This is an optimization exercise on Yosys and OpenROAD, whose aim is small area, a short achievable clock period and few clock cycles per item, not a production implementation. RTL that was checked went through simulation tests only; none was proved equivalent to the original. Only the layout flow was run in runs 1 and 2; the RTL was not checked for function there.

## flow/design.v (module list and top-level ports; edited modules follow where they fit)
// module apbRegs: 65 lines
// module frameSequencer: 113 lines
// module chromaUpsampler: 63 lines
// module chromaFilter: 519 lines
// module colourConverter: 2308 lines
// module lumaMultiple: 295 lines
// module rgbWriter: 45 lines
// module colourTop: 115 lines
module colourTop (
	input logic CLOCK_50_I,
	input logic resetn,
	input logic [3:0] paddr,
	input logic psel,
	input logic penable,
	input logic pwrite,
	input logic [31:0] pwdata,
	output logic [31:0] prdata,
	output logic pready,
	output logic pslverr,
	output logic memRdEn,
	output colourPkg::addr_t memRdAddr,
	input colourPkg::word_t memRdData,
	output logic memWrEn,
	output colourPkg::addr_t memWrAddr,
	output colourPkg::word_t memWrData
);
  // ...
==> flow/run.sh <==
#!/bin/bash
# synth_recipe.tcl (not shown) runs the flow's synth.tcl, then flattens the netlist and writes it again
# the make line also repeats each setting of config.mk as NAME=value (left out here)
make -C /OpenROAD-flow-scripts/flow DESIGN_CONFIG=/design/flow/config.mk WORK_HOME=/design/flow/orfs CLKGATE_MAP_FILE= SYNTH_SCRIPT=/design/flow/synth_recipe.tcl finish
==> flow/config.mk <==
export PLATFORM = sky130hd
export DESIGN_NAME = colourTop
export DESIGN_NICKNAME = colourTop
export VERILOG_FILES = /design/flow/design.v
export SDC_FILE = /design/flow/constraint.sdc
export NUM_CORES = 4
export LEC_CHECK = 0
export CAP_MARGIN = 20
export CORE_MARGIN = 2
export CORE_UTILIZATION = 40
export PLACE_DENSITY = 0.6
export SETUP_SLACK_MARGIN = 4.8
export SLEW_MARGIN = 20
==> flow/constraint.sdc <==
create_clock -name core_clock -period 9.0 [get_ports {CLOCK_50_I}]
set_input_delay 1.8000 -clock core_clock [delete_from_list [all_inputs] [get_ports {CLOCK_50_I}]]
set_output_delay 1.8000 -clock core_clock [all_outputs]
set_load 0.01 [all_outputs]
==> qor.txt, run 1 <==
CP max stage cell: dfxtp_1
seq_cells: 468
CP Max Fanout: 5
Multi-Input Combinational: 1507
post-synthesis cell type count: 81
clk slew on worst S/H paths: 60 ps
final worst slack: 4800 ps
Top Metal Used: met4
hold bufs inserted after CTS: 0
Routed Antenna Nets: 0
register area: 11000 um^2
final hold viol count: 0
max-cap violation count: 0
per-cell routed wire length: 16.6 um
ranking of synthesized cells by area: dfxtp_1, edfxtp_1, ha_1
Worst setup startpoint: ups.filt.rowA[4]
status: no timing/DRC/antenna violations
post-synthesis instance total: 2322
Slew Viols, Final: 0
DIE WIDTH: 256 um
setup_tns: 0 ps
commonest non-fill, non-tap cells in the layout: inv_1, dfxtp_1, ha_1, nor2_1, edfxtp_1
initial antenna violation count: 0
Post-synth ARST share: 0.0449
first-pass GRT wire length: 88800 um
vias in the first global route: 16700
==> run 2: changes to the inputs <==
--- a/flow/config.mk
+++ b/flow/config.mk
@@ -10,4 +10,4 @@
 export CORE_UTILIZATION = 40
 export PLACE_DENSITY = 0.6
-export SETUP_SLACK_MARGIN = 4.8
+export SETUP_SLACK_MARGIN = 4.4
 export SLEW_MARGIN = 20
==> qor.txt, run 2 <==
detailed-route via count: 16200
Hold Slack: 409 ps
Tmin final: 4380 ps
largest area contributor in the netlist: dfxtp_1
flop2flop setup slack: 4620 ps
cells along the critical path: ha_1 > a21oi_2 > a21oi_1 > o311a_1 > a211oi_4 > o21ai_4 > o41ai_4 > o21bai_1 > a21oi_1 > nor2_1 > nor2_2 > ha_4 > a21oi_2 > mux2_2 > ha_1 > inv_1 > fa_2 > inv_1 > a21oi_1 > o21bai_1 > a21o_1 > a21o_1 > a21o_1
clk slew on worst S/H paths: 60 ps (about the same)
post-synthesis instance total: 2322 (unchanged)
first-pass GRT wire length: 87900 um (-0.97%)
worst r2r src: ups.filt.rowA[2]
Layout fillers: 5782
Inst Count DP: 3223
Setup CP Type: reg2reg
most numerous cell in the Yosys netlist: inv_1
design area: 29100 um^2
status: no timing/DRC/antenna violations
critical path arrival: 4850 ps
period utilization: 0.486
Main synth FF type: dfxtp_1
layout cell share with drive strength beyond 1: 0.0740
ranking of synthesized cells by area: dfxtp_1, edfxtp_1, ha_1
area delta synth->final: 14.8%
All-Layer GR Usage: 0.168
met2 WL: 27000 um
footprint of the multi-input gates: 13000 um^2
ANT cells: 0
Post-synth ARST share: 0.0449 (unchanged)
Fmax: 228 MHz
maximum number of pins on one net before global-route repair: 81
setup_tns: 0 ps (unchanged)
FF-to-FF End: ups.cv3[9]
post-DR vias/cell: 4.86
CP max stage cell: o311a_1
Worst path depth: 23
initial core utilization: 0.403
final hold viol count: 0 (unchanged)
CTS H-tree lvls: 2
Clk Latency, worst-skew pair: 600 ps
commonest non-fill, non-tap cell in the layout: inv_1
crit path capture: ups.cv3[9]
vias in the first global route: 16500 (-1.2%)
Worst Path Buf+Inv: 2
post-synthesis cell type count: 81 (unchanged)
hold bufs inserted after CTS: 0 (unchanged)
CP Max Fanout: 5 (unchanged)
register area: 11000 um^2 (about the same)
Crit path max-delay family: compound AO/OA/AOI/OAI gates
Slew Limit Headroom: 0.281
placed inst area: 27100 um^2
Hold Crit Class: reg2reg
pre-CTS WS: 3890 ps
Die Y: 256 um
core area: 62900 um^2
Clock Tree Root: clkbuf_16
Seq cells post-synth: 468
RSZ-0062 raised after global routing: true
# setup viols final: 0
Residual DRC: 0
TritonCTS clock tree: built
met1 WL: 25100 um
top cells by count, synth: inv_1, dfxtp_1, ha_1
EDFF count, synth: 154
die area: 65300 um^2
Worst-Margin Slew: 1080 ps
DIE WIDTH: 256 um (unchanged)
Worst setup startpoint: ups.filt.rowA[2]
CTS Buffer Depth: 3
Worst Clk Skew: 24.6 ps
Top Registers: ups.a (40), ups.b (40), csc.bPart (24)
Routed Antenna Nets: 0 (unchanged)
per-cell routed wire length: 16.5 um (-0.79%)
clock sink count: 468
initial antenna violation count: 0 (unchanged)
drt pass-1 iters: 5
Avg Inst Size Synth: 10.9 um^2
CP endpoint kind: flip-flop
Top Metal Used: met4
yosys warns: 10
Post-Layout Cell Count: 3333
commonest non-fill, non-tap cells in the layout: inv_1, dfxtp_1, ha_1, nor2_1, edfxtp_1
1st-iter DRT viols: 800
met3 wire len: 1820 um
CTS Buf Count: 51
Top-Level Pins: 145
gr ovfl total: 0
Yosys top cell area share: 0.232
Buffers on Ports: 88
final wirelength: 55000 um
final worst slack: 4620 ps (-176 ps)
max incr delay on CP: 330 ps
Synth Cell Area: 25300 um^2
hpwl dp: 42400 um
Placer Congestion: 0.844
max-cap violation count: 0 (unchanged)
CP startpoint kind: flip-flop
sequential share of the synthesized area: 0.435
Worst Path Required: 9470 ps
Slew Viols, Final: 0 (unchanged)
fin util: 0.463
cells on worst reg2reg path: 23
Row Count: 92
fin nets: 2889
## run 2: cell counts after synthesis
Identical to the previous run, type by type.
## run 2: timing repair
item | CTS | global route
pin swaps | 9 | 4
gates resized for setup | 19 | 8
endpoints found under the setup margin | 13 | 9
buffers inserted | 10 | 4
cloned | 0 | 0
## run 2: kinds of logic (layout without fill, tap and decap cells)
kind of cell             after synthesis  after routing  share of synthesized area
multiplexers                          72             72                     0.0298
AND/OR/NAND/NOR                      485            485                     0.0932
XOR/XNOR                             178            178                     0.0616
buffers and inverters                370            512                     0.0586
other                                  2             25                   0.000297
AO/OA/AOI/OAI                        359            359                     0.0908
flip-flops                           468            468                      0.435
adder cells (fa/ha/maj)              388            388                      0.231
## run 2: cell type report
cell class	count	area share
well taps	846	0.0364
repair buffers	113	0.0381
clock inverters	32	0.0110
multi-input cells	1507	0.447
clock buffers	64	0.0489
inverters	303	0.0392
flip-flops and latches	468	0.379
## run 2: worst reg2reg max path, cell delays in order, from the launching register on
cell and delay (ps):
dfxtp_1 300, ha_1 310, a21oi_2 150, a21oi_1 90
o311a_1 330, a211oi_4 250, o21ai_4 100, o41ai_4 280
o21bai_1 130, a21oi_1 160, nor2_1 60, nor2_2 150
ha_4 190, a21oi_2 70, mux2_2 310, ha_1 220
inv_1 90, fa_2 220, inv_1 40, a21oi_1 130
o21bai_1 110, a21o_1 180, a21o_1 200, a21o_1 180
## run 2: worst min-delay path by stage
stage | start | cells past startpoint | to
6_report | ups.b[2][2] | 0 | ups.a[2][2]
5_1_grt | ups.b[2][2] | 0 | ups.a[2][2]
4_1_cts | ups.b[2][2] | 0 | ups.a[2][2]
3_5_place_dp | seq.wrRowLast | 0 | seq.lastRowLast
3_3_place_gp | ups.b[2][6] | 0 | ups.a[2][6]
2_1_floorplan | ups.cv3[3] | 0 | csc.rPart[3]
## run 2: routing by layer
layer | vias up | global-route usage
li1 | 8048 | -
met1 | 7842 | 0.220
met2 | 251 | 0.290
met3 | 56 | 0.0238
met4 | 0 | 0.0448
met5 | - | 0
==> module chromaFilter, before the edit <==
module chromaFilter (
	input logic CLOCK_50_I,
	input logic [8:0] p,       
	input logic [8:0] q,       
	input logic [8:0] r,       
	output colourPkg::sample_t f
);
	logic [17:0] rowA, rowB, rowANext, rowBNext;
	logic [17:0] acc;
	logic f_1;
	logic f_2;
	logic f_3;
	logic f_4;
	logic f_5;
	logic f_6;
	logic f_7;
	logic f_8;
	logic f_9;
	logic f_10;
	logic f_11;
	logic f_12;
	logic f_13;
	logic f_14;
	logic f_15;
	logic f_16;
	logic f_17;
	logic f_18;
	logic f_19;
	logic f_20;
	logic f_21;
	logic f_22;
	logic f_23;
	logic f_24;
	logic f_25;
	logic f_26;
	logic f_27;
	logic f_28;
	logic f_29;
	logic f_30;
	logic f_31;
	logic f_32;
	logic f_33;
	logic f_34;
	logic f_35;
	logic f_36;
	logic f_37;
	logic f_38;
	logic f_39;
	logic f_40;
	logic f_41;
	logic f_42;
	logic f_43;
	logic f_44;
	logic f_45;
	logic f_46;
	logic f_47;
	logic f_48;
	logic f_49;
	logic f_50;
	logic f_51;
	logic f_52;
	logic f_53;
	logic f_54;
	logic f_55;
	logic f_56;
	logic f_57;
	logic f_58;
	logic f_59;
	logic f_60;
	logic f_61;
	logic f_62;
	logic f_63;
	logic f_64;
	logic f_65;
	logic f_66;
	logic f_67;
	logic f_68;
	logic f_69;
	logic f_70;
	logic f_71;
	logic f_72;
	logic f_73;
	logic f_74;
	logic f_75;
	logic f_76;
	logic f_77;
	logic f_78;
	logic f_79;
	logic f_80;
	logic f_81;
	logic f_82;
	logic f_83;
	logic f_84;
	logic f_85;
	logic f_86;
	logic f_87;
	logic f_88;
	logic f_89;
	logic f_90;
	logic f_91;
	logic f_92;
	logic f_93;
	logic f_94;
	logic f_95;
	logic f_96;
	logic f_97;
	logic f_98;
	logic f_99;
	logic f_100;
	logic f_101;
	logic f_102;
	logic f_103;
	logic f_104;
	logic f_105;
	logic f_106;
	logic f_107;
	logic f_108;
	logic f_109;
	logic f_110;
	logic f_111;
	logic f_112;
	logic f_113;
	logic f_114;
	logic f_115;
	logic f_116;
	logic f_117;
	logic f_118;
	logic f_119;
	logic f_120;
	logic f_121;
	logic f_122;
	logic f_123;
	logic f_124;
	logic f_125;
	logic f_126;
	logic f_127;
	logic f_128;
	logic f_129;
	logic f_130;
	logic f_131;
	logic f_132;
	logic f_133;
	logic f_134;
	logic f_135;
	logic f_136;
	logic f_137;
	logic f_138;
	logic f_139;
	logic f_140;
	logic f_141;
	logic f_142;
	logic f_143;
	logic f_144;
	logic f_145;
	logic f_146;
	logic f_147;
	logic f_148;
	logic f_149;
	logic f_150;
	logic f_151;
	logic f_152;
	logic f_153;
	logic f_154;
	logic f_155;
	logic f_156;
	logic f_157;
	logic f_158;
	logic f_159;
	logic f_160;
	logic f_161;
	logic f_162;
	logic f_163;
	logic f_164;
	logic f_165;
	logic f_166;
	logic f_167;
	logic f_168;
	logic f_169;
	logic f_170;
	logic f_171;
	logic f_172;
	logic f_173;
	logic f_174;
	logic f_175;
	logic f_176;
	logic f_177;
	logic f_178;
	logic f_179;
	logic f_180;
	logic f_181;
	logic f_182;
	logic f_183;
	logic f_184;
	logic f_185;
	logic f_186;
	logic f_187;
	logic f_188;
	logic f_189;
	logic f_190;
	logic f_191;
	logic f_192;
	logic f_193;
	logic f_194;
	logic f_195;
	logic f_196;
	logic f_197;
	logic f_198;
	logic f_199;
	logic f_200;
	logic f_201;
	logic f_202;
	logic f_203;
	logic f_204;
	logic f_205;
	logic f_206;
	logic f_207;
	logic f_208;
	logic f_209;
	logic f_210;
	logic f_211;
	logic f_212;
	logic f_213;
	logic f_214;
	logic f_215;
	logic f_216;
	logic f_217;
	logic f_218;
	logic f_219;
	logic f_220;
	logic f_221;
	logic f_222;
	logic f_223;
	logic f_224;
	logic f_225;
	logic f_226;
	logic f_227;
	logic f_228;
	logic f_229;
	logic f_230;
	logic f_231;
	logic f_232;
	logic f_233;
	logic f_234;
	logic f_235;
	logic f_236;
	logic f_237;
	logic f_238;
	logic f_239;
	logic f_240;
	logic f_241;
	logic f_242;
	logic f_243;
	logic f_244;
	logic f_245;
	logic f_246;
	assign f_1 = ~p[7];
	assign f_2 = p[7];
	assign f_3 = p[8] ^ p[6];
	assign f_4 = p[8] & p[6];
	assign f_5 = p[5] ^ p[3];
	assign f_6 = p[5] & p[3];
	assign f_7 = ~(p[6] ^ p[4]);
	assign f_8 = p[6] | p[4];
	assign f_9 = p[2] ^ ~q[6] ^ q[1];
	assign f_10 = (p[2] & ~q[6]) | (p[2] & q[1]) | (~q[6] & q[1]);
	assign f_11 = p[5] ^ p[3] ^ ~q[7];
	assign f_12 = (p[5] & p[3]) | (p[5] & ~q[7]) | (p[3] & ~q[7]);
	assign f_13 = q[2] ^ q[0] ^ ~r[5];
	assign f_14 = (q[2] & q[0]) | (q[2] & ~r[5]) | (q[0] & ~r[5]);
	assign f_15 = r[3] ^ ~r[1];
	assign f_16 = r[3] & ~r[1];
	assign f_17 = p[4] ^ ~q[8] ^ q[3];
	assign f_18 = (p[4] & ~q[8]) | (p[4] & q[3]) | (~q[8] & q[3]);
	assign f_19 = q[1] ^ ~r[6] ^ r[4];
	assign f_20 = (q[1] & ~r[6]) | (q[1] & r[4]) | (~r[6] & r[4]);
	assign f_21 = ~r[2] ^ f_3 ^ f_2;
	assign f_22 = (~r[2] & f_3) | (~r[2] & f_2) | (f_3 & f_2);
	assign f_23 = ~(p[7] ^ p[5]);
	assign f_24 = p[7] | p[5];
	assign f_25 = q[4] ^ q[2] ^ ~r[7];
	assign f_26 = (q[4] & q[2]) | (q[4] & ~r[7]) | (q[2] & ~r[7]);
	assign f_27 = r[5] ^ ~r[3] ^ f_4;
	assign f_28 = (r[5] & ~r[3]) | (r[5] & f_4) | (~r[3] & f_4);
	assign f_29 = ~(p[8] ^ p[6]);
	assign f_30 = p[8] | p[6];
	assign f_31 = q[5] ^ q[3] ^ ~r[8];
	assign f_32 = (q[5] & q[3]) | (q[5] & ~r[8]) | (q[3] & ~r[8]);
	assign f_33 = r[6] ^ ~r[4];
	assign f_34 = r[6] & ~r[4];
	assign f_35 = p[7] ^ q[6] ^ q[4];
	assign f_36 = (p[7] & q[6]) | (p[7] & q[4]) | (q[6] & q[4]);
	assign f_37 = ~p[8];
	assign f_38 = p[8];
	assign f_39 = ~p[2];
	assign f_40 = p[2];
	assign f_41 = p[3] ^ p[1];
	assign f_42 = p[3] & p[1];
	assign f_43 = p[4] ^ p[2] ^ p[0];
	assign f_44 = (p[4] & p[2]) | (p[4] & p[0]) | (p[2] & p[0]);
	assign f_45 = ~q[4] ^ ~r[2];
	assign f_46 = ~q[4] & ~r[2];
	assign f_47 = p[1] ^ ~q[5] ^ q[0];
	assign f_48 = (p[1] & ~q[5]) | (p[1] & q[0]) | (~q[5] & q[0]);
	assign f_49 = ~r[3] ^ r[1] ^ f_5;
	assign f_50 = (~r[3] & r[1]) | (~r[3] & f_5) | (r[1] & f_5);
	assign f_51 = ~r[4] ^ r[2] ^ ~r[0];
	assign f_52 = (~r[4] & r[2]) | (~r[4] & ~r[0]) | (r[2] & ~r[0]);
	assign f_53 = f_7 ^ f_9 ^ f_6;
	assign f_54 = (f_7 & f_9) | (f_7 & f_6) | (f_9 & f_6);
	assign f_55 = f_1 ^ f_11 ^ f_13;
	assign f_56 = (f_1 & f_11) | (f_1 & f_13) | (f_11 & f_13);
	assign f_57 = f_15 ^ f_8 ^ f_10;
	assign f_58 = (f_15 & f_8) | (f_15 & f_10) | (f_8 & f_10);
	assign f_59 = f_17 ^ f_19 ^ f_21;
	assign f_60 = (f_17 & f_19) | (f_17 & f_21) | (f_19 & f_21);
	assign f_61 = f_12 ^ f_14 ^ f_16;
	assign f_62 = (f_12 & f_14) | (f_12 & f_16) | (f_14 & f_16);
	assign f_63 = f_23 ^ f_25 ^ f_27;
	assign f_64 = (f_23 & f_25) | (f_23 & f_27) | (f_25 & f_27);
	assign f_65 = f_18 ^ f_20 ^ f_22;
	assign f_66 = (f_18 & f_20) | (f_18 & f_22) | (f_20 & f_22);
	assign f_67 = f_29 ^ f_31 ^ f_33;
	assign f_68 = (f_29 & f_31) | (f_29 & f_33) | (f_31 & f_33);
	assign f_69 = f_24 ^ f_26 ^ f_28;
	assign f_70 = (f_24 & f_26) | (f_24 & f_28) | (f_26 & f_28);
	assign f_71 = r[7] ^ ~r[5] ^ f_35;
	assign f_72 = (r[7] & ~r[5]) | (r[7] & f_35) | (~r[5] & f_35);
	assign f_73 = f_30 ^ f_32 ^ f_34;
	assign f_74 = (f_30 & f_32) | (f_30 & f_34) | (f_32 & f_34);
	assign f_75 = q[7] ^ q[5] ^ r[8];
	assign f_76 = (q[7] & q[5]) | (q[7] & r[8]) | (q[5] & r[8]);
	assign f_77 = ~r[6] ^ f_37 ^ f_36;
	assign f_78 = (~r[6] & f_37) | (~r[6] & f_36) | (f_37 & f_36);
	assign f_79 = ~(q[8] ^ q[6]);
	assign f_80 = q[8] | q[6];
	assign f_81 = ~r[7] ^ f_38;
	assign f_82 = ~r[7] & f_38;
	assign f_83 = ~q[7];
	assign f_84 = q[7];
	assign f_85 = p[0] ^ ~q[2];
	assign f_86 = p[0] & ~q[2];
	assign f_87 = ~q[3] ^ ~r[1] ^ f_41;
	assign f_88 = (~q[3] & ~r[1]) | (~q[3] & f_41) | (~r[1] & f_41);
	assign f_89 = r[0] ^ f_43 ^ f_45;
	assign f_90 = (r[0] & f_43) | (r[0] & f_45) | (f_43 & f_45);
	assign f_91 = f_47 ^ f_49 ^ f_44;
	assign f_92 = (f_47 & f_49) | (f_47 & f_44) | (f_49 & f_44);
	assign f_93 = f_51 ^ f_53 ^ f_48;
	assign f_94 = (f_51 & f_53) | (f_51 & f_48) | (f_53 & f_48);
	assign f_95 = f_55 ^ f_57 ^ f_52;
	assign f_96 = (f_55 & f_57) | (f_55 & f_52) | (f_57 & f_52);
	assign f_97 = f_59 ^ f_61 ^ f_56;
	assign f_98 = (f_59 & f_61) | (f_59 & f_56) | (f_61 & f_56);
	assign f_99 = f_63 ^ f_65 ^ f_60;
	assign f_100 = (f_63 & f_65) | (f_63 & f_60) | (f_65 & f_60);
	assign f_101 = f_67 ^ f_69 ^ f_64;
	assign f_102 = (f_67 & f_69) | (f_67 & f_64) | (f_69 & f_64);
	assign f_103 = f_71 ^ f_73 ^ f_68;
	assign f_104 = (f_71 & f_73) | (f_71 & f_68) | (f_73 & f_68);
	assign f_105 = f_75 ^ f_77 ^ f_72;
	assign f_106 = (f_75 & f_77) | (f_75 & f_72) | (f_77 & f_72);
	assign f_107 = f_79 ^ f_81 ^ f_76;
	assign f_108 = (f_79 & f_81) | (f_79 & f_76) | (f_81 & f_76);
	assign f_109 = ~r[8] ^ f_83 ^ f_80;
	assign f_110 = (~r[8] & f_83) | (~r[8] & f_80) | (f_83 & f_80);
	assign f_111 = ~p[0];
	assign f_112 = p[0];
	assign f_113 = p[1] ^ ~q[1];
	assign f_114 = p[1] & ~q[1];
	assign f_115 = ~r[0] ^ f_39 ^ f_85;
	assign f_116 = (~r[0] & f_39) | (~r[0] & f_85) | (f_39 & f_85);
	assign f_117 = f_40 ^ f_87 ^ f_86;
	assign f_118 = (f_40 & f_87) | (f_40 & f_86) | (f_87 & f_86);
	assign f_119 = f_42 ^ f_89 ^ f_88;
	assign f_120 = (f_42 & f_89) | (f_42 & f_88) | (f_89 & f_88);
	assign f_121 = f_46 ^ f_91 ^ f_90;
	assign f_122 = (f_46 & f_91) | (f_46 & f_90) | (f_91 & f_90);
	assign f_123 = f_50 ^ f_93 ^ f_92;
	assign f_124 = (f_50 & f_93) | (f_50 & f_92) | (f_93 & f_92);
	assign f_125 = f_54 ^ f_95 ^ f_94;
	assign f_126 = (f_54 & f_95) | (f_54 & f_94) | (f_95 & f_94);
	assign f_127 = f_58 ^ f_97 ^ f_96;
	assign f_128 = (f_58 & f_97) | (f_58 & f_96) | (f_97 & f_96);
	assign f_129 = f_62 ^ f_99 ^ f_98;
	assign f_130 = (f_62 & f_99) | (f_62 & f_98) | (f_99 & f_98);
	assign f_131 = f_66 ^ f_101 ^ f_100;
	assign f_132 = (f_66 & f_101) | (f_66 & f_100) | (f_101 & f_100);
	assign f_133 = f_70 ^ f_103 ^ f_102;
	assign f_134 = (f_70 & f_103) | (f_70 & f_102) | (f_103 & f_102);
	assign f_135 = f_74 ^ f_105 ^ f_104;
	assign f_136 = (f_74 & f_105) | (f_74 & f_104) | (f_105 & f_104);
	assign f_137 = f_78 ^ f_107 ^ f_106;
	assign f_138 = (f_78 & f_107) | (f_78 & f_106) | (f_107 & f_106);
	assign f_139 = f_82 ^ f_109 ^ f_108;
	assign f_140 = (f_82 & f_109) | (f_82 & f_108) | (f_109 & f_108);
	assign f_141 = q[8] ^ f_84 ^ f_110;
	assign f_142 = (q[8] & f_84) | (q[8] & f_110) | (f_84 & f_110);
	assign rowANext = {1'b1, 1'b1, f_141, f_139, f_137, f_135, f_133, f_131, f_129, f_127, f_125, f_123, f_121, f_119, f_117, f_115, f_113, ~q[0]};
	assign rowBNext = {1'b0, f_142, f_140, f_138, f_136, f_134, f_132, f_130, f_128, f_126, f_124, f_122, f_120, f_118, f_116, f_114, f_112, f_111};
	always_ff @(posedge CLOCK_50_I) begin
		rowA <= rowANext;
		rowB <= rowBNext;
	end
	assign f_143 = rowA[0] & rowB[0];
	assign f_144 = rowA[0] ^ rowB[0];
	assign f_145 = rowA[1] & rowB[1];
	assign f_146 = rowA[1] ^ rowB[1];
	assign f_147 = rowA[2] & rowB[2];
	assign f_148 = rowA[2] ^ rowB[2];
	assign f_149 = rowA[3] & rowB[3];
	assign f_150 = rowA[3] ^ rowB[3];
	assign f_151 = rowA[4] & rowB[4];
	assign f_152 = rowA[4] ^ rowB[4];
	assign f_153 = rowA[5] & rowB[5];
	assign f_154 = rowA[5] ^ rowB[5];
	assign f_155 = rowA[6] & rowB[6];
	assign f_156 = rowA[6] ^ rowB[6];
	assign f_157 = rowA[7] & rowB[7];
	assign f_158 = rowA[7] ^ rowB[7];
	assign f_159 = rowA[8] & rowB[8];
	assign f_160 = rowA[8] ^ rowB[8];
	assign f_161 = rowA[9] & rowB[9];
	assign f_162 = rowA[9] ^ rowB[9];
	assign f_163 = rowA[10] & rowB[10];
	assign f_164 = rowA[10] ^ rowB[10];
	assign f_165 = rowA[11] & rowB[11];
	assign f_166 = rowA[11] ^ rowB[11];
	assign f_167 = rowA[12] & rowB[12];
	assign f_168 = rowA[12] ^ rowB[12];
	assign f_169 = rowA[13] & rowB[13];
	assign f_170 = rowA[13] ^ rowB[13];
	assign f_171 = rowA[14] & rowB[14];
	assign f_172 = rowA[14] ^ rowB[14];
	assign f_173 = rowA[15] & rowB[15];
	assign f_174 = rowA[15] ^ rowB[15];
	assign f_175 = 1'b1 & rowB[16];
	assign f_176 = 1'b1 ^ rowB[16];
	assign f_177 = f_145 | (f_146 & f_143);
	assign f_178 = f_146 & f_144;
	assign f_179 = f_149 | (f_150 & f_147);
	assign f_180 = f_150 & f_148;
	assign f_181 = f_153 | (f_154 & f_151);
	assign f_182 = f_154 & f_152;
	assign f_183 = f_157 | (f_158 & f_155);
	assign f_184 = f_158 & f_156;
	assign f_185 = f_161 | (f_162 & f_159);
	assign f_186 = f_162 & f_160;
	assign f_187 = f_165 | (f_166 & f_163);
	assign f_188 = f_166 & f_164;
	assign f_189 = f_169 | (f_170 & f_167);
	assign f_190 = f_170 & f_168;
	assign f_191 = f_173 | (f_174 & f_171);
	assign f_192 = f_174 & f_172;
	assign f_193 = 1'b1 & f_175;
	assign f_194 = 1'b1 & f_176;
	assign f_195 = f_147 | (f_148 & f_177);
	assign f_196 = f_148 & f_178;
	assign f_197 = f_179 | (f_180 & f_177);
	assign f_198 = f_180 & f_178;
	assign f_199 = f_155 | (f_156 & f_181);
	assign f_200 = f_156 & f_182;
	assign f_201 = f_183 | (f_184 & f_181);
	assign f_202 = f_184 & f_182;
	assign f_203 = f_163 | (f_164 & f_185);
	assign f_204 = f_164 & f_186;
	assign f_205 = f_187 | (f_188 & f_185);
	assign f_206 = f_188 & f_186;
	assign f_207 = f_171 | (f_172 & f_189);
	assign f_208 = f_172 & f_190;
	assign f_209 = f_191 | (f_192 & f_189);
	assign f_210 = f_192 & f_190;
	assign f_211 = f_151 | (f_152 & f_197);
	assign f_212 = f_152 & f_198;
	assign f_213 = f_181 | (f_182 & f_197);
	assign f_214 = f_182 & f_198;
	assign f_215 = f_199 | (f_200 & f_197);
	assign f_216 = f_200 & f_198;
	assign f_217 = f_201 | (f_202 & f_197);
	assign f_218 = f_202 & f_198;
	assign f_219 = f_167 | (f_168 & f_205);
	assign f_220 = f_168 & f_206;
	assign f_221 = f_189 | (f_190 & f_205);
	assign f_222 = f_190 & f_206;
	assign f_223 = f_207 | (f_208 & f_205);
	assign f_224 = f_208 & f_206;
	assign f_225 = f_209 | (f_210 & f_205);
	assign f_226 = f_210 & f_206;
	assign f_227 = f_159 | (f_160 & f_217);
	assign f_228 = f_160 & f_218;
	assign f_229 = f_185 | (f_186 & f_217);
	assign f_230 = f_186 & f_218;
	assign f_231 = f_203 | (f_204 & f_217);
	assign f_232 = f_204 & f_218;
	assign f_233 = f_205 | (f_206 & f_217);
	assign f_234 = f_206 & f_218;
	assign f_235 = f_219 | (f_220 & f_217);
	assign f_236 = f_220 & f_218;
	assign f_237 = f_221 | (f_222 & f_217);
	assign f_238 = f_222 & f_218;
	assign f_239 = f_223 | (f_224 & f_217);
	assign f_240 = f_224 & f_218;
	assign f_241 = f_225 | (f_226 & f_217);
	assign f_242 = f_226 & f_218;
	assign f_243 = f_175 | (f_176 & f_241);
	assign f_244 = f_176 & f_242;
	assign f_245 = f_193 | (f_194 & f_241);
	assign f_246 = f_194 & f_242;
	assign acc[8] = f_160 ^ f_217;
	assign acc[9] = f_162 ^ f_227;
	assign acc[10] = f_164 ^ f_229;
	assign acc[11] = f_166 ^ f_231;
	assign acc[12] = f_168 ^ f_233;
	assign acc[13] = f_170 ^ f_235;
	assign acc[14] = f_172 ^ f_237;
	assign acc[15] = f_174 ^ f_239;
	assign acc[16] = f_176 ^ f_241;
	assign acc[17] = 1'b1 ^ f_243;
	assign f = acc[17] ? 8'd0 : (acc[16] ? 8'd255 : acc[15:8]);
endmodule
==> module rgbWriter, before the edit <==
module rgbWriter (
	input logic CLOCK_50_I,
	input logic resetn,
	input logic start,
	input logic [2:0] ph,
	input logic wrValid,
	input logic lastValid,
	input colourPkg::sample_t r,        
	input colourPkg::sample_t g,
	input colourPkg::sample_t b,
	output logic memWrEn,
	output colourPkg::addr_t memWrAddr,
	output colourPkg::word_t memWrData      
);
	localparam int FirstAddr = 76800 - 11;
	colourPkg::sample_t r0, g0, b0;     
	colourPkg::sample_t r1, g1, b1;     
	always_ff @(posedge CLOCK_50_I or negedge resetn) begin
		if (!resetn)
			memWrEn <= 1'b0;
		else
			memWrEn <= ph[0] ? lastValid : wrValid;
	end
	always_ff @(posedge CLOCK_50_I) begin
		if (ph[0]) begin
			r0 <= r;
			g0 <= g;
			b0 <= b;
		end
		if (ph[2]) begin
			r1 <= r;
			g1 <= g;
			b1 <= b;
		end
		memWrAddr <= start ? colourPkg::addr_t'(FirstAddr) : memWrAddr + 1'b1;
	end
	always_comb begin
		if (ph[2])
			memWrData = {r0, g0};
		else if (ph[0])
			memWrData = {b0, r1};
		else
			memWrData = {g1, b1};
	end
endmodule
==> run 3: changes to the inputs <==
--- a/flow/design.v
+++ b/flow/design.v
@@ -267,6 +267,7 @@
 	output colourPkg::sample_t f
 );
-	logic [17:0] rowA, rowB, rowANext, rowBNext;
-	logic [17:0] acc;
+	logic [9:0] rowA, rowB, rowANext, rowBNext;
+	logic carry, carryNext;
+	logic [10:1] acc;           
 	logic f_1;
 	logic f_2;
@@ -505,14 +506,4 @@
 	logic f_235;
 	logic f_236;
-	logic f_237;
-	logic f_238;
-	logic f_239;
-	logic f_240;
-	logic f_241;
-	logic f_242;
-	logic f_243;
-	logic f_244;
-	logic f_245;
-	logic f_246;
 	assign f_1 = ~p[7];
 	assign f_2 = p[7];
@@ -657,125 +648,117 @@
 	assign f_141 = q[8] ^ f_84 ^ f_110;
 	assign f_142 = (q[8] & f_84) | (q[8] & f_110) | (f_84 & f_110);
-	assign rowANext = {1'b1, 1'b1, f_141, f_139, f_137, f_135, f_133, f_131, f_129, f_127, f_125, f_123, f_121, f_119, f_117, f_115, f_113, ~q[0]};
-	assign rowBNext = {1'b0, f_142, f_140, f_138, f_136, f_134, f_132, f_130, f_128, f_126, f_124, f_122, f_120, f_118, f_116, f_114, f_112, f_111};
+	assign f_143 = ~q[0] & f_111;
+	assign f_144 = ~q[0] ^ f_111;
+	assign f_145 = f_113 & f_112;
+	assign f_146 = f_113 ^ f_112;
+	assign f_147 = f_115 & f_114;
+	assign f_148 = f_115 ^ f_114;
+	assign f_149 = f_117 & f_116;
+	assign f_150 = f_117 ^ f_116;
+	assign f_151 = f_119 & f_118;
+	assign f_152 = f_119 ^ f_118;
+	assign f_153 = f_121 & f_120;
+	assign f_154 = f_121 ^ f_120;
+	assign f_155 = f_123 & f_122;
+	assign f_156 = f_123 ^ f_122;
+	assign f_157 = f_125 & f_124;
+	assign f_158 = f_125 ^ f_124;
+	assign f_159 = f_145 | (f_146 & f_143);
+	assign f_160 = f_146 & f_144;
+	assign f_161 = f_149 | (f_150 & f_147);
+	assign f_162 = f_150 & f_148;
+	assign f_163 = f_153 | (f_154 & f_151);
+	assign f_164 = f_154 & f_152;
+	assign f_165 = f_157 | (f_158 & f_155);
+	assign f_166 = f_158 & f_156;
+	assign f_167 = f_147 | (f_148 & f_159);
+	assign f_168 = f_148 & f_160;
+	assign f_169 = f_161 | (f_162 & f_159);
+	assign f_170 = f_162 & f_160;
+	assign f_171 = f_155 | (f_156 & f_163);
+	assign f_172 = f_156 & f_164;
+	assign f_173 = f_165 | (f_166 & f_163);
+	assign f_174 = f_166 & f_164;
+	assign f_175 = f_151 | (f_152 & f_169);
+	assign f_176 = f_152 & f_170;
+	assign f_177 = f_163 | (f_164 & f_169);
+	assign f_178 = f_164 & f_170;
+	assign f_179 = f_171 | (f_172 & f_169);
+	assign f_180 = f_172 & f_170;
+	assign f_181 = f_173 | (f_174 & f_169);
+	assign f_182 = f_174 & f_170;
+	assign rowANext = {1'b1, 1'b1, f_141, f_139, f_137, f_135, f_133, f_131, f_129, f_127};
+	assign rowBNext = {1'b0, f_142, f_140, f_138, f_136, f_134, f_132, f_130, f_128, f_126};
+	assign carryNext = f_181;
 	always_ff @(posedge CLOCK_50_I) begin
 		rowA <= rowANext;
 		rowB <= rowBNext;
+		carry <= carryNext;
 	end
-	assign f_143 = rowA[0] & rowB[0];
-	assign f_144 = rowA[0] ^ rowB[0];
-	assign f_145 = rowA[1] & rowB[1];
-	assign f_146 = rowA[1] ^ rowB[1];
-	assign f_147 = rowA[2] & rowB[2];
-	assign f_148 = rowA[2] ^ rowB[2];
-	assign f_149 = rowA[3] & rowB[3];
-	assign f_150 = rowA[3] ^ rowB[3];
-	assign f_151 = rowA[4] & rowB[4];
-	assign f_152 = rowA[4] ^ rowB[4];
-	assign f_153 = rowA[5] & rowB[5];
-	assign f_154 = rowA[5] ^ rowB[5];
-	assign f_155 = rowA[6] & rowB[6];
-	assign f_156 = rowA[6] ^ rowB[6];
-	assign f_157 = rowA[7] & rowB[7];
-	assign f_158 = rowA[7] ^ rowB[7];
-	assign f_159 = rowA[8] & rowB[8];
-	assign f_160 = rowA[8] ^ rowB[8];
-	assign f_161 = rowA[9] & rowB[9];
-	assign f_162 = rowA[9] ^ rowB[9];
-	assign f_163 = rowA[10] & rowB[10];
-	assign f_164 = rowA[10] ^ rowB[10];
-	assign f_165 = rowA[11] & rowB[11];
-	assign f_166 = rowA[11] ^ rowB[11];
-	assign f_167 = rowA[12] & rowB[12];
-	assign f_168 = rowA[12] ^ rowB[12];
-	assign f_169 = rowA[13] & rowB[13];
-	assign f_170 = rowA[13] ^ rowB[13];
-	assign f_171 = rowA[14] & rowB[14];
-	assign f_172 = rowA[14] ^ rowB[14];
-	assign f_173 = rowA[15] & rowB[15];
-	assign f_174 = rowA[15] ^ rowB[15];
-	assign f_175 = 1'b1 & rowB[16];
-	assign f_176 = 1'b1 ^ rowB[16];
-	assign f_177 = f_145 | (f_146 & f_143);
-	assign f_178 = f_146 & f_144;
-	assign f_179 = f_149 | (f_150 & f_147);
-	assign f_180 = f_150 & f_148;
-	assign f_181 = f_153 | (f_154 & f_151);
-	assign f_182 = f_154 & f_152;
-	assign f_183 = f_157 | (f_158 & f_155);
-	assign f_184 = f_158 & f_156;
-	assign f_185 = f_161 | (f_162 & f_159);
-	assign f_186 = f_162 & f_160;
-	assign f_187 = f_165 | (f_166 & f_163);
-	assign f_188 = f_166 & f_164;
-	assign f_189 = f_169 | (f_170 & f_167);
-	assign f_190 = f_170 & f_168;
-	assign f_191 = f_173 | (f_174 & f_171);
-	assign f_192 = f_174 & f_172;
-	assign f_193 = 1'b1 & f_175;
-	assign f_194 = 1'b1 & f_176;
-	assign f_195 = f_147 | (f_148 & f_177);
-	assign f_196 = f_148 & f_178;
-	assign f_197 = f_179 | (f_180 & f_177);
-	assign f_198 = f_180 & f_178;
-	assign f_199 = f_155 | (f_156 & f_181);
-	assign f_200 = f_156 & f_182;
-	assign f_201 = f_183 | (f_184 & f_181);
-	assign f_202 = f_184 & f_182;
-	assign f_203 = f_163 | (f_164 & f_185);
-	assign f_204 = f_164 & f_186;
-	assign f_205 = f_187 | (f_188 & f_185);
-	assign f_206 = f_188 & f_186;
-	assign f_207 = f_171 | (f_172 & f_189);
-	assign f_208 = f_172 & f_190;
-	assign f_209 = f_191 | (f_192 & f_189);
-	assign f_210 = f_192 & f_190;
-	assign f_211 = f_151 | (f_152 & f_197);
-	assign f_212 = f_152 & f_198;
-	assign f_213 = f_181 | (f_182 & f_197);
-	assign f_214 = f_182 & f_198;
-	assign f_215 = f_199 | (f_200 & f_197);
-	assign f_216 = f_200 & f_198;
-	assign f_217 = f_201 | (f_202 & f_197);
-	assign f_218 = f_202 & f_198;
-	assign f_219 = f_167 | (f_168 & f_205);
-	assign f_220 = f_168 & f_206;
-	assign f_221 = f_189 | (f_190 & f_205);
-	assign f_222 = f_190 & f_206;
-	assign f_223 = f_207 | (f_208 & f_205);
-	assign f_224 = f_208 & f_206;
-	assign f_225 = f_209 | (f_210 & f_205);
-	assign f_226 = f_210 & f_206;
-	assign f_227 = f_159 | (f_160 & f_217);
-	assign f_228 = f_160 & f_218;
-	assign f_229 = f_185 | (f_186 & f_217);
-	assign f_230 = f_186 & f_218;
-	assign f_231 = f_203 | (f_204 & f_217);
-	assign f_232 = f_204 & f_218;
-	assign f_233 = f_205 | (f_206 & f_217);
-	assign f_234 = f_206 & f_218;
-	assign f_235 = f_219 | (f_220 & f_217);
-	assign f_236 = f_220 & f_218;
-	assign f_237 = f_221 | (f_222 & f_217);
-	assign f_238 = f_222 & f_218;
-	assign f_239 = f_223 | (f_224 & f_217);
-	assign f_240 = f_224 & f_218;
-	assign f_241 = f_225 | (f_226 & f_217);
-	assign f_242 = f_226 & f_218;
-	assign f_243 = f_175 | (f_176 & f_241);
-	assign f_244 = f_176 & f_242;
-	assign f_245 = f_193 | (f_194 & f_241);
-	assign f_246 = f_194 & f_242;
-	assign acc[8] = f_160 ^ f_217;
-	assign acc[9] = f_162 ^ f_227;
-	assign acc[10] = f_164 ^ f_229;
-	assign acc[11] = f_166 ^ f_231;
-	assign acc[12] = f_168 ^ f_233;
-	assign acc[13] = f_170 ^ f_235;
-	assign acc[14] = f_172 ^ f_237;
-	assign acc[15] = f_174 ^ f_239;
-	assign acc[16] = f_176 ^ f_241;
-	assign acc[17] = 1'b1 ^ f_243;
-	assign f = acc[17] ? 8'd0 : (acc[16] ? 8'd255 : acc[15:8]);
+	assign f_183 = carry & carry;
+	assign f_184 = carry ^ carry;
+	assign f_185 = rowA[0] & rowB[0];
+	assign f_186 = rowA[0] ^ rowB[0];
+	assign f_187 = rowA[1] & rowB[1];
+	assign f_188 = rowA[1] ^ rowB[1];
+	assign f_189 = rowA[2] & rowB[2];
+	assign f_190 = rowA[2] ^ rowB[2];
+	assign f_191 = rowA[3] & rowB[3];
+	assign f_192 = rowA[3] ^ rowB[3];
+	assign f_193 = rowA[4] & rowB[4];
+	assign f_194 = rowA[4] ^ rowB[4];
+	assign f_195 = rowA[5] & rowB[5];
+	assign f_196 = rowA[5] ^ rowB[5];
+	assign f_197 = rowA[6] & rowB[6];
+	assign f_198 = rowA[6] ^ rowB[6];
+	assign f_199 = rowA[7] & rowB[7];
+	assign f_200 = rowA[7] ^ rowB[7];
+	assign f_201 = 1'b1 & rowB[8];
+	assign f_202 = 1'b1 ^ rowB[8];
+	assign f_203 = f_185 | (f_186 & f_183);
+	assign f_204 = f_186 & f_184;
+	assign f_205 = f_189 | (f_190 & f_187);
+	assign f_206 = f_190 & f_188;
+	assign f_207 = f_193 | (f_194 & f_191);
+	assign f_208 = f_194 & f_192;
+	assign f_209 = f_197 | (f_198 & f_195);
+	assign f_210 = f_198 & f_196;
+	assign f_211 = f_201 | (f_202 & f_199);
+	assign f_212 = f_202 & f_200;
+	assign f_213 = f_187 | (f_188 & f_203);
+	assign f_214 = f_188 & f_204;
+	assign f_215 = f_205 | (f_206 & f_203);
+	assign f_216 = f_206 & f_204;
+	assign f_217 = f_195 | (f_196 & f_207);
+	assign f_218 = f_196 & f_208;
+	assign f_219 = f_209 | (f_210 & f_207);
+	assign f_220 = f_210 & f_208;
+	assign f_221 = 1'b1 & f_211;
+	assign f_222 = 1'b1 & f_212;
+	assign f_223 = f_191 | (f_192 & f_215);
+	assign f_224 = f_192 & f_216;
+	assign f_225 = f_207 | (f_208 & f_215);
+	assign f_226 = f_208 & f_216;
+	assign f_227 = f_217 | (f_218 & f_215);
+	assign f_228 = f_218 & f_216;
+	assign f_229 = f_219 | (f_220 & f_215);
+	assign f_230 = f_220 & f_216;
+	assign f_231 = f_199 | (f_200 & f_229);
+	assign f_232 = f_200 & f_230;
+	assign f_233 = f_211 | (f_212 & f_229);
+	assign f_234 = f_212 & f_230;
+	assign f_235 = f_221 | (f_222 & f_229);
+	assign f_236 = f_222 & f_230;
+	assign acc[1] = f_186 ^ f_183;
+	assign acc[2] = f_188 ^ f_203;
+	assign acc[3] = f_190 ^ f_213;
+	assign acc[4] = f_192 ^ f_215;
+	assign acc[5] = f_194 ^ f_223;
+	assign acc[6] = f_196 ^ f_225;
+	assign acc[7] = f_198 ^ f_227;
+	assign acc[8] = f_200 ^ f_229;
+	assign acc[9] = f_202 ^ f_231;
+	assign acc[10] = 1'b1 ^ f_233;
+	assign f = acc[10] ? 8'd0 : (acc[9] ? 8'd255 : acc[8:1]);
 endmodule
 `default_nettype wire
@@ -3405,4 +3388,5 @@
 	colourPkg::sample_t r0, g0, b0;     
 	colourPkg::sample_t r1, g1, b1;     
+	logic word0, word1;                 
 	always_ff @(posedge CLOCK_50_I or negedge resetn) begin
 		if (!resetn)
@@ -3423,9 +3407,11 @@
 		end
 		memWrAddr <= start ? colourPkg::addr_t'(FirstAddr) : memWrAddr + 1'b1;
+		word0 <= ph[1] & wrValid;
+		word1 <= ph[2] & wrValid;
 	end
 	always_comb begin
-		if (ph[2])
+		if (word0)
 			memWrData = {r0, g0};
-		else if (ph[0])
+		else if (word1)
 			memWrData = {b0, r1};
 		else
--- a/flow/config.mk
+++ b/flow/config.mk
@@ -9,5 +9,7 @@
 export CORE_MARGIN = 2
 export CORE_UTILIZATION = 40
+export CTS_BUF_LIST = sky130_fd_sc_hd__clkbuf_8
+export CTS_CLUSTER_SIZE = 25
 export PLACE_DENSITY = 0.6
-export SETUP_SLACK_MARGIN = 4.4
+export SETUP_SLACK_MARGIN = 4.8
 export SLEW_MARGIN = 20
==> qor.txt, run 3 <==
critical path arrival: 4570 ps (-280 ps)
Crit path max-delay family: adder cells
cells on worst reg2reg path: 11 (-52%)
TritonCTS clock tree: built
Hold Slack: 413 ps (+3.48 ps)
Residual DRC: 0 (unchanged)
Worst path depth: 11 (-52%)
post-synthesis instance total: 2308 (-0.60%)
register area: 10800 um^2 (-2.3%)
CP startpoint kind: flip-flop
flop2flop setup slack: 4970 ps (+350 ps)
RSZ-0062 raised after global routing: true
Worst Path Required: 9540 ps (+70 ps)
post-synthesis cell type count: 81 (unchanged)
clk slew on worst S/H paths: 60 ps (about the same)
gr ovfl total: 0 (unchanged)
area delta synth->final: 13.9%
# setup viols final: 0 (unchanged)
CTS Buffer Depth: 3 (unchanged)
die area: 64800 um^2 (-0.73%)
CP Max Fanout: 34 (+29)
EDFF count, synth: 154 (unchanged)
CTS Buf Count: 79 (+55%)
detailed-route via count: 16400 (+1.2%)
Fmax: 248 MHz (+8.7%)
top cells by count, synth: inv_1, dfxtp_1, ha_1
Routed Antenna Nets: 0 (unchanged)
Placer Congestion: 0.868 (+2.8%)
maximum number of pins on one net before global-route repair: 81 (unchanged)
Slew Limit Headroom: 0.305 (+0.0243)
final hold viol count: 0 (unchanged)
Tmin final: 4030 ps (-351 ps)
per-cell routed wire length: 16.8 um (+1.8%)
max incr delay on CP: 750 ps (+420 ps)
yosys warns: 10 (unchanged)
final wirelength: 56300 um (+2.4%)
Buffers on Ports: 88 (unchanged)
first-pass GRT wire length: 88200 um (+0.31%)
Synth Cell Area: 25100 um^2 (-0.75%)
Top Registers: ups.a (40), ups.b (40), csc.bPart (24)
Die Y: 255 um (-0.37%)
FF-to-FF End: pixY2687[17]
Avg Inst Size Synth: 10.9 um^2 (-0.14%)
CP endpoint kind: flip-flop
most numerous cell in the Yosys netlist: inv_1
Setup CP Type: reg2reg
period utilization: 0.448 (-0.0390)
hpwl dp: 43200 um (+2.0%)
largest area contributor in the netlist: dfxtp_1
Worst Path Buf+Inv: 1 (-1)
sequential share of the synthesized area: 0.428 (-0.00708)
footprint of the multi-input gates: 13000 um^2 (+0.11%)
Worst Clk Skew: 28.6 ps (+4.02 ps)
Hold Crit Class: reg2reg
All-Layer GR Usage: 0.175 (+0.00789)
Slew Viols, Final: 0 (unchanged)
max-cap violation count: 0 (unchanged)
vias in the first global route: 16800 (+1.7%)
initial antenna violation count: 3 (+3)
initial core utilization: 0.406 (+0.00287)
design area: 28600 um^2 (-1.5%)
Clk Latency, worst-skew pair: 650 ps (+50 ps)
Worst-Margin Slew: 1040 ps (-36.4 ps)
Post-synth ARST share: 0.0462 (+0.00128)
Main synth FF type: dfxtp_1
post-DR vias/cell: 4.89 (+0.58%)
placed inst area: 26800 um^2 (-0.95%)
clock sink count: 455 (-2.8%)
setup_tns: 0 ps (unchanged)
cells along the critical path: mux2i_1 > ha_1 > inv_1 > fa_1 > ha_1 > o21a_1 > nor2_1 > a211oi_1 > or3_1 > fa_1 > xor2_1
Row Count: 91 (-1.1%)
Layout fillers: 5789 (+0.12%)
ranking of synthesized cells by area: dfxtp_1, edfxtp_1, ha_1
commonest non-fill, non-tap cells in the layout: inv_1, dfxtp_1, ha_1, edfxtp_1, nor2_1
CP max stage cell: dfrtp_4
core area: 61900 um^2 (-1.4%)
1st-iter DRT viols: 727 (-9.1%)
DIE WIDTH: 255 um (-0.37%)
crit path capture: pixY2687[17]
Yosys top cell area share: 0.223 (-0.00861)
status: no timing/DRC/antenna violations
worst r2r src: seq.ph[2]
layout cell share with drive strength beyond 1: 0.0823 (+0.00835)
fin nets: 2897 (+0.28%)
Clock Tree Root: clkbuf_8
WHS Path Cells: 0 (unchanged)
Top-Level Pins: 145 (unchanged)
commonest non-fill, non-tap cell in the layout: inv_1
hold bufs inserted after CTS: 0 (unchanged)
Seq cells post-synth: 455 (-2.8%)
CTS H-tree lvls: 3 (+1)
Worst setup startpoint: seq.ph[2]
drt pass-1 iters: 5 (unchanged)
## run 3: changes by cell type after synthesis, moves of 5 or more
cell,before,now
nand2b_1,17,22
o21a_1,11,30
xor2_1,79,89
nand2_1,116,123
nor2_1,158,136
or3_1,11,4
nor2b_1,30,22
a21o_1,46,39
inv_1,302,309
xnor2_1,99,93
o21ai_0,87,100
nand4_1,26,18
dfxtp_1,293,280
## run 3: worst min path at each step
stage	endpoint	start
final	ups.a[0][4]	ups.b[0][4]
after CTS	ups.a[3][6]	ups.b[3][6]
after global routing	ups.a[3][6]	ups.b[3][6]
after detailed placement	ups.a[2][4]	ups.b[2][4]
after floorplan	csc.rPart[3]	ups.cv3[3]
after global placement	ups.a[3][7]	ups.b[3][7]
## run 3: routing by layer
| metal | vias up | share of wire | routed length (um) | track usage |
|---|---|---|---|---|
| met5 | - | 0.00023 | 13 | 0 |
| met4 | 2 | 0.028 | 1570 | 0.0692 |
| met3 | 92 | 0.042 | 2390 | 0.0315 |
| met2 | 306 | 0.47 | 26700 | 0.288 |
| met1 | 7950 | 0.46 | 25600 | 0.230 |
| li1 | 8034 | - | - | - |
## run 3: worst reg2reg max path, delay by kind of cell (launching register included)
kind	cells	cell delay, ps
XOR/XNOR	1	150
flip-flops	1	750
AO/OA/AOI/OAI	2	220
AND/OR/NAND/NOR	2	540
adder cells (fa/ha/maj)	4	1490
buffers and inverters	1	90
multiplexers	1	680
## run 3: logic make-up (layout without fill, tap and decap cells)
logic type	Yosys count	after routing	share of synthesized area
flops	455	455	0.428
simple gates	454	454	0.0879
fa+ha+maj	389	389	0.234
compound gates	380	380	0.0959
buf+inv	376	559	0.0615
xor+xnor	182	182	0.0634
mux	70	70	0.0292
other cells	2	26	0.000299
## run 3: stage by stage
step / cells / util / worst slack, ps
after floorplan: 2331 / - / 4830
after global placement: 3197 / 0.433 / 4350
after detailed placement: 3197 / 0.433 / 4300
after CTS: 3344 / 0.460 / 4790
after global routing: 3352 / 0.462 / 4750
final: 3352 / 0.462 / 4970
## run 3: layout make-up
type	count	area share
multi-input combinational	1500	0.455
sequential	455	0.376
clock buffer	94	0.0452
inverter	309	0.0406
tap	837	0.0366
timing repair buffer	106	0.0355
clock inverter	50	0.0112
antenna	1	0.0000874
## run 3: timing repair
action | CTS | global route
pin swaps | 5 | 9
hold endpoints to repair | 0 | 0
endpoints found under the setup margin | 23 | 11
resized for setup | 13 | 15
buffers inserted | 3 | 7
Testbench counts of run 3, summed over its fixed seeds: cycles 921,712, frames 8.
==> run 4: changes to the inputs <==
--- a/flow/config.mk
+++ b/flow/config.mk
@@ -9,6 +9,4 @@
 export CORE_MARGIN = 2
 export CORE_UTILIZATION = 40
-export CTS_BUF_LIST = sky130_fd_sc_hd__clkbuf_8
-export CTS_CLUSTER_SIZE = 25
 export PLACE_DENSITY = 0.6
 export SETUP_SLACK_MARGIN = 4.8
==> qor.txt, run 4 <==
detailed-route via count: 16300 (-0.76%)
Worst Path Buf+Inv: 1 (unchanged)
hpwl dp: 43200 um (unchanged)
CTS Buffer Depth: 3 (unchanged)
CP max stage cell: dfxtp_2
commonest non-fill, non-tap cell in the layout: inv_1
Residual DRC: 0 (unchanged)
Buffers on Ports: 88 (unchanged)
Top-Level Pins: 145 (unchanged)
commonest non-fill, non-tap cells in the layout: inv_1, dfxtp_1, ha_1, edfxtp_1, nor2_1
area delta synth->final: 14.3%
Routed Antenna Nets: 0 (unchanged)
Setup CP Type: reg2out
sequential share of the synthesized area: 0.428 (unchanged)
die area: 64800 um^2 (unchanged)
max incr delay on CP: 680 ps (-70 ps)
Worst setup startpoint: writer.word1
Fmax: 248 MHz (-0.25%)
Main synth FF type: dfxtp_1
design area: 28700 um^2 (+0.29%)
yosys warns: 10 (unchanged)
largest area contributor in the netlist: dfxtp_1
hold bufs inserted after CTS: 0 (unchanged)
post-synthesis cell type count: 81 (unchanged)
Clock Tree Root: clkbuf_16
per-cell routed wire length: 16.9 um (+0.43%)
flop2flop setup slack: 4980 ps (about the same)
DIE WIDTH: 255 um (unchanged)
Crit path max-delay family: flip-flops
Placer Congestion: 0.868 (unchanged)
clock sink count: 455 (unchanged)
Hold Crit Class: reg2reg
CP endpoint kind: output port
Tmin final: 4040 ps (+10.3 ps)
initial antenna violation count: 1 (-2)
Worst Clk Skew: 19.7 ps (-8.94 ps)
Slew Viols, Final: 0 (unchanged)
layout cell share with drive strength beyond 1: 0.0743 (-0.00804)
first-pass GRT wire length: 87500 um (-0.74%)
status: no timing/DRC/antenna violations
core area: 61900 um^2 (unchanged)
CP startpoint kind: flip-flop
ANT cells: 0 (-1)
Clk Latency, worst-skew pair: 590 ps (-60 ps)
1st-iter DRT viols: 757 (+4.1%)
Row Count: 91 (unchanged)
most numerous cell in the Yosys netlist: inv_1
period utilization: 0.449 (+0.00114)
drt pass-1 iters: 5 (unchanged)
Worst-Margin Slew: 1030 ps (-17.6 ps)
crit path capture: memWrData[13]
clk slew on worst S/H paths: 60 ps (about the same)
Yosys top cell area share: 0.223 (unchanged)
Inst Count DP: 3197 (unchanged)
vias in the first global route: 16600 (-1.4%)
final hold viol count: 0 (unchanged)
CP Max Fanout: 16 (-53%)
Avg Inst Size Synth: 10.9 um^2 (unchanged)
ranking of synthesized cells by area: dfxtp_1, edfxtp_1, ha_1
setup_tns: 0 ps (unchanged)
top cells by count, synth: inv_1, dfxtp_1, ha_1
Worst Path Required: 7200 ps (-2340 ps)
fin nets: 2869 (-0.97%)
critical path arrival: 2240 ps (-2330 ps)
Top Registers: ups.a (40), ups.b (40), csc.bPart (24)
TritonCTS clock tree: built
fin util: 0.464 (+0.00133)
worst r2r src: seq.ph[2]
post-synthesis instance total: 2308 (unchanged)
final wirelength: 55600 um (-1.1%)
Worst path depth: 3 (-8)
# setup viols final: 0 (unchanged)
FF-to-FF End: pixY2687[17]
EDFF count, synth: 154 (unchanged)
gr ovfl total: 0 (unchanged)
Seq cells post-synth: 455 (unchanged)
All-Layer GR Usage: 0.173 (-0.00226)
post-DR vias/cell: 4.93 (+0.80%)
cells on worst reg2reg path: 11 (unchanged)
initial core utilization: 0.406 (unchanged)
placed inst area: 26800 um^2 (unchanged)
maximum number of pins on one net before global-route repair: 81 (unchanged)
Post-Layout Cell Count: 3300 (-1.6%)
Synth Cell Area: 25100 um^2 (unchanged)
max-cap violation count: 0 (unchanged)
cells along the critical path: mux2i_1 > o21ai_0 > clkdlybuf4s50_1
CTS Buf Count: 50 (-37%)
CTS H-tree lvls: 2 (-1)
Slew Limit Headroom: 0.317 (+0.0118)
Die Y: 255 um (unchanged)
Post-synth ARST share: 0.0462 (unchanged)
Layout fillers: 5763 (-0.45%)
RSZ-0062 raised after global routing: false
==> run 4: kinds of logic (layout without fill, tap and decap cells) <==
family / after synthesis / in the layout / synth area share
multiplexers: 70 / 70 / 0.0292
adder cells (fa/ha/maj): 389 / 389 / 0.234
AO/OA/AOI/OAI: 380 / 380 / 0.0959
XOR/XNOR: 182 / 182 / 0.0634
AND/OR/NAND/NOR: 454 / 454 / 0.0879
flip-flops: 455 / 455 / 0.428
other: 2 / 25 / 0.000299
buffers and inverters: 376 / 508 / 0.0615
==> run 4: timing repair <==
action / in CTS / in global routing
setup buffers: 3 / 8
endpoints found under the hold margin: 0 / 0
resized for setup: 12 / 27
setup endpoints to repair: 23 / 12
pin swaps: 5 / 19
==> run 4: worst min path at each step <==
stage                            from            to  slack, ps  cells past startpoint
after detailed placement  ups.b[2][4]   ups.a[2][4]        400                      0
after floorplan            ups.cv3[3]  csc.rPart[3]        370                      0
after global routing      ups.b[3][6]   ups.a[3][6]        420                      0
after CTS                 ups.b[3][6]   ups.a[3][6]        420                      0
final                     ups.b[3][6]   ups.a[3][6]        410                      0
after global placement    ups.b[3][7]   ups.a[3][7]        400                      0
==> run 4: stage by stage <==
stage          worst slack (ps)  hold slack (ps)
6_report                   4960              412
5_1_grt                    4770              418
4_1_cts                    4780              417
3_5_place_dp               4300              405
3_3_place_gp               4350              402
2_1_floorplan              4830              371
==> run 4: layer usage <==
layer / vias up / part of all wire / track usage
li1: 7973 / - / -
met1: 7916 / 0.46 / 0.230
met2: 264 / 0.48 / 0.288
met3: 106 / 0.036 / 0.0263
met4: 0 / 0.031 / 0.0602
met5: - / 0 / 0
==> run 4: layout make-up <==
class,count,area [um^2],share of cell area
multi-input combinational,1500,13100,0.456
sequential,455,10800,0.375
clock buffer,70,1420,0.0494
inverter,309,1160,0.0404
tap,837,1050,0.0365
timing repair buffer,107,1020,0.0356
clock inverter,22,208,0.00723
==> run 5: changes to the inputs <==
--- a/flow/config.mk
+++ b/flow/config.mk
@@ -10,4 +10,4 @@
 export CORE_UTILIZATION = 40
 export PLACE_DENSITY = 0.6
-export SETUP_SLACK_MARGIN = 4.8
+export SETUP_SLACK_MARGIN = 5.0
 export SLEW_MARGIN = 20
==> qor.txt, run 5 <==
post-synthesis cell type count: 81 (unchanged)
detailed-route via count: 16400 (+0.89%)
area delta synth->final: 15.1%
post-synthesis instance total: 2308 (unchanged)
CP Max Fanout: 4 (-12)
Routed Antenna Nets: 0 (unchanged)
period utilization: 0.443 (-0.00599)
status: no timing/DRC/antenna violations
clk slew on worst S/H paths: 60 ps (about the same)
met1 usage: 0.236 (+0.00581)
1st-iter DRT viols: 805 (+6.3%)
per-cell routed wire length: 17.1 um (+1.2%)
All-Layer GR Usage: 0.176 (+0.00278)
grt peak-use layer: met2
Worst Path Buf+Inv: 1 (unchanged)
TritonCTS clock tree: built
Residual DRC: 0 (unchanged)
CP startpoint kind: flip-flop
worst r2r src: ups.filt.carry
Placer Congestion: 0.873 (+0.54%)
final hold viol count: 0 (unchanged)
Die Y: 255 um (unchanged)
vias in the first global route: 16800 (+1.1%)
Inst Count DP: 3197 (unchanged)
final wirelength: 56600 um (+1.7%)
ANT cells: 0 (unchanged)
EDFF count, synth: 154 (unchanged)
flop2flop setup slack: 5020 ps (+40 ps)
FF-to-FF End: ups.cv3[8]
Crit path max-delay family: compound AO/OA/AOI/OAI gates
CTS H-tree lvls: 2 (unchanged)
Worst Path Required: 9450 ps (+2250 ps)
Yosys top cell area share: 0.223 (unchanged)
Hold EP: ups.a[0][7]
Top-Level Pins: 145 (unchanged)
Post-Layout Cell Count: 3314 (+0.42%)
most used cell along the critical path: a21oi_2
Hold Slack: 414 ps (+2.13 ps)
yosys warns: 10 (unchanged)
Worst-Margin Slew: 1050 ps (+21.5 ps)
final worst slack: 5020 ps (+53.9 ps)
Clk Latency, worst-skew pair: 590 ps (about the same)
Hold Crit Class: reg2reg
top cells by count, synth: inv_1, dfxtp_1, ha_1
Buffers on Ports: 88 (unchanged)
DIE WIDTH: 255 um (unchanged)
Worst setup startpoint: ups.filt.carry
hpwl dp: 43300 um (+0.11%)
CTS Buffer Depth: 3 (unchanged)
max-cap violation count: 0 (unchanged)
Fmax: 251 MHz (+1.4%)
Seq cells post-synth: 455 (unchanged)
Slew Viols, Final: 0 (unchanged)
fin nets: 2883 (+0.49%)
Setup CP Type: reg2reg
CP max stage cell: fa_2
max incr delay on CP: 400 ps (-280 ps)
Tmin final: 3980 ps (-53.9 ps)
cells along the critical path: inv_2 > fa_2 > nor2b_1 > o21ai_1 > a21boi_1 > o21ai_1 > nand2b_1 > a21oi_2 > o21bai_1 > fa_2 > xor2_4 > a21oi_2 > mux2_4 > ha_4 > a21o_1 > a21oi_2 > o21bai_1 > a21oi_2 > nor2b_1 > nor2_1 > nor2_1 > nor2_1 > xnor2_1
critical path arrival: 4430 ps (+2190 ps)
initial antenna violation count: 1 (unchanged)
CTS Buf Count: 50 (unchanged)
Hold Path Origin: ups.b[0][7]
Post-synth ARST share: 0.0462 (unchanged)
first-pass GRT wire length: 88600 um (+1.2%)
largest area contributor in the netlist: dfxtp_1
Top Registers: ups.a (40), ups.b (40), csc.bPart (24)
die area: 64800 um^2 (unchanged)
CP endpoint kind: flip-flop
Row Count: 91 (unchanged)
Clock Tree Root: clkbuf_16
sequential share of the synthesized area: 0.428 (unchanged)
initial core utilization: 0.406 (unchanged)
maximum number of pins on one net before global-route repair: 84 (+3.7%)
WHS Path Cells: 0 (unchanged)
cells on worst reg2reg path: 23 (+12)
ranking of synthesized cells by area: dfxtp_1, edfxtp_1, ha_1
most numerous cell in the Yosys netlist: inv_1
drt pass-1 iters: 5 (unchanged)
hold bufs inserted after CTS: 0 (unchanged)
gr ovfl total: 0 (unchanged)
RSZ-0062 raised after global routing: true
GR met2 Demand/Resource: 0.290 (+0.00179)
GR Util met3: 0.0255 (-0.000816)
commonest non-fill, non-tap cells in the layout: inv_1, dfxtp_1, ha_1, edfxtp_1, nor2_1
clock sink count: 455 (unchanged)
# setup viols final: 0 (unchanged)
Synth Cell Area: 25100 um^2 (unchanged)
post-DR vias/cell: 4.95 (+0.46%)
setup_tns: 0 ps (unchanged)
layout cell share with drive strength beyond 1: 0.0836 (+0.00927)
Worst Clk Skew: 16.6 ps (-3.09 ps)
core area: 61900 um^2 (unchanged)
Worst path depth: 23 (+20)
commonest non-fill, non-tap cell in the layout: inv_1
Main synth FF type: dfxtp_1
Avg Inst Size Synth: 10.9 um^2 (unchanged)
Slew Limit Headroom: 0.302 (-0.0143)
pre-CTS WS: 4580 ps (+279 ps)
-- run 5: worst max path at each step --
stage                      end  slack [ps]
detailed placement  ups.cv3[7]        4580
finish              ups.cv3[8]        5020
global placement    ups.cv3[7]        4640
CTS                 ups.cv3[7]        5000
floorplan              seq.run        5000
global route        ups.cv3[8]        4750
-- run 5: area by class of cell --
class / count / area, um^2
Fill cell: 5751 / 33000
Multi-Input combinational cell: 1500 / 13100
Sequential cell: 455 / 10800
Clock buffer: 73 / 1450
Timing Repair Buffer: 121 / 1160
Inverter: 309 / 1160
Tap cell: 837 / 1050
Clock inverter: 19 / 195
-- run 5: cells by family after synthesis --
kind of cell	Yosys count	synth area share
fa+ha+maj	389	0.234
compound gates	380	0.0959
other cells	2	0.000299
xor+xnor	182	0.0634
buf+inv	376	0.0615
simple gates	454	0.0879
mux	70	0.0292
flops	455	0.428
-- run 5: layer usage --
layer / vias to the layer above / share of wire
li1: 8011 / -
met1: 7979 / 0.45
met2: 303 / 0.47
met3: 110 / 0.041
met4: 0 / 0.035
met5: - / 0
-- run 5: worst reg2reg max path: stages, from the launching register on --
cell and delay (ps):
dfxtp_2 320, inv_2 40, fa_2 400, nor2b_1 130, o21ai_1 100, a21boi_1 140
o21ai_1 70, nand2b_1 110, a21oi_2 70, o21bai_1 190, fa_2 330, xor2_4 240
a21oi_2 100, mux2_4 340, ha_4 250, a21o_1 170, a21oi_2 170, o21bai_1 120
a21oi_2 160, nor2b_1 60, nor2_1 80, nor2_1 40, nor2_1 140, xnor2_1 80
-- run 5: stage by stage --
| step | instance area (um^2) | util |
|---|---|---|
| 2_1_floorplan | 25200 | - |
| 3_3_place_gp | 26900 | 0.434 |
| 3_5_place_dp | 26900 | 0.434 |
| 4_1_cts | 28600 | 0.462 |
| 5_1_grt | 28900 | 0.467 |
| 6_report | 28900 | 0.467 |
-- run 5: repair_timing --
action,4_1_cts,5_1_grt
endpoints found under the hold margin,0,0
setup endpoints to repair,27,22
pin swaps,5,28
resized for setup,20,34
setup buffers,5,20

-- re-timing with driven ports --
In the flow no input, the clock included, has a driving cell. The finished layouts below were timed again as built, in two steps. Step 1 sets driving cells, clkbuf_16 on the clock port and buf_2 on the other inputs (assumed; they add their load-dependent delay and slew). Step 2 times the ports against the registers' clock, not the clock port: input delays grow and output delays shrink by t, the midpoint of the rising clock arrivals with the driver on. a / b / c = no drivers / after step 1 / after step 2; a / b = the first two.
run | shift t [ns] | setup slack, ns | worst data-port slew with drivers (ns) | pins driven straight from the clock port
run 1 | 0.666 | 4.797 / 4.797 / 4.797 | 0.04 | 1
run 2 | 0.647 | 4.622 / 4.582 / 4.622 | 0.03 | 1
run 3 | 0.686 | 4.972 / 4.972 / 4.926 | 0.04 | 1
run 4 | 0.634 | 4.962 / 4.909 / 4.892 | 0.04 | 1
run 5 | 0.641 | 5.016 / 5.016 / 4.890 | 0.04 | 1
After both steps every run listed still meets setup and hold. For run 5, which loses most, drivers alone change the setup slack by 0.000 ns; drivers and shift together by -0.126 ns.
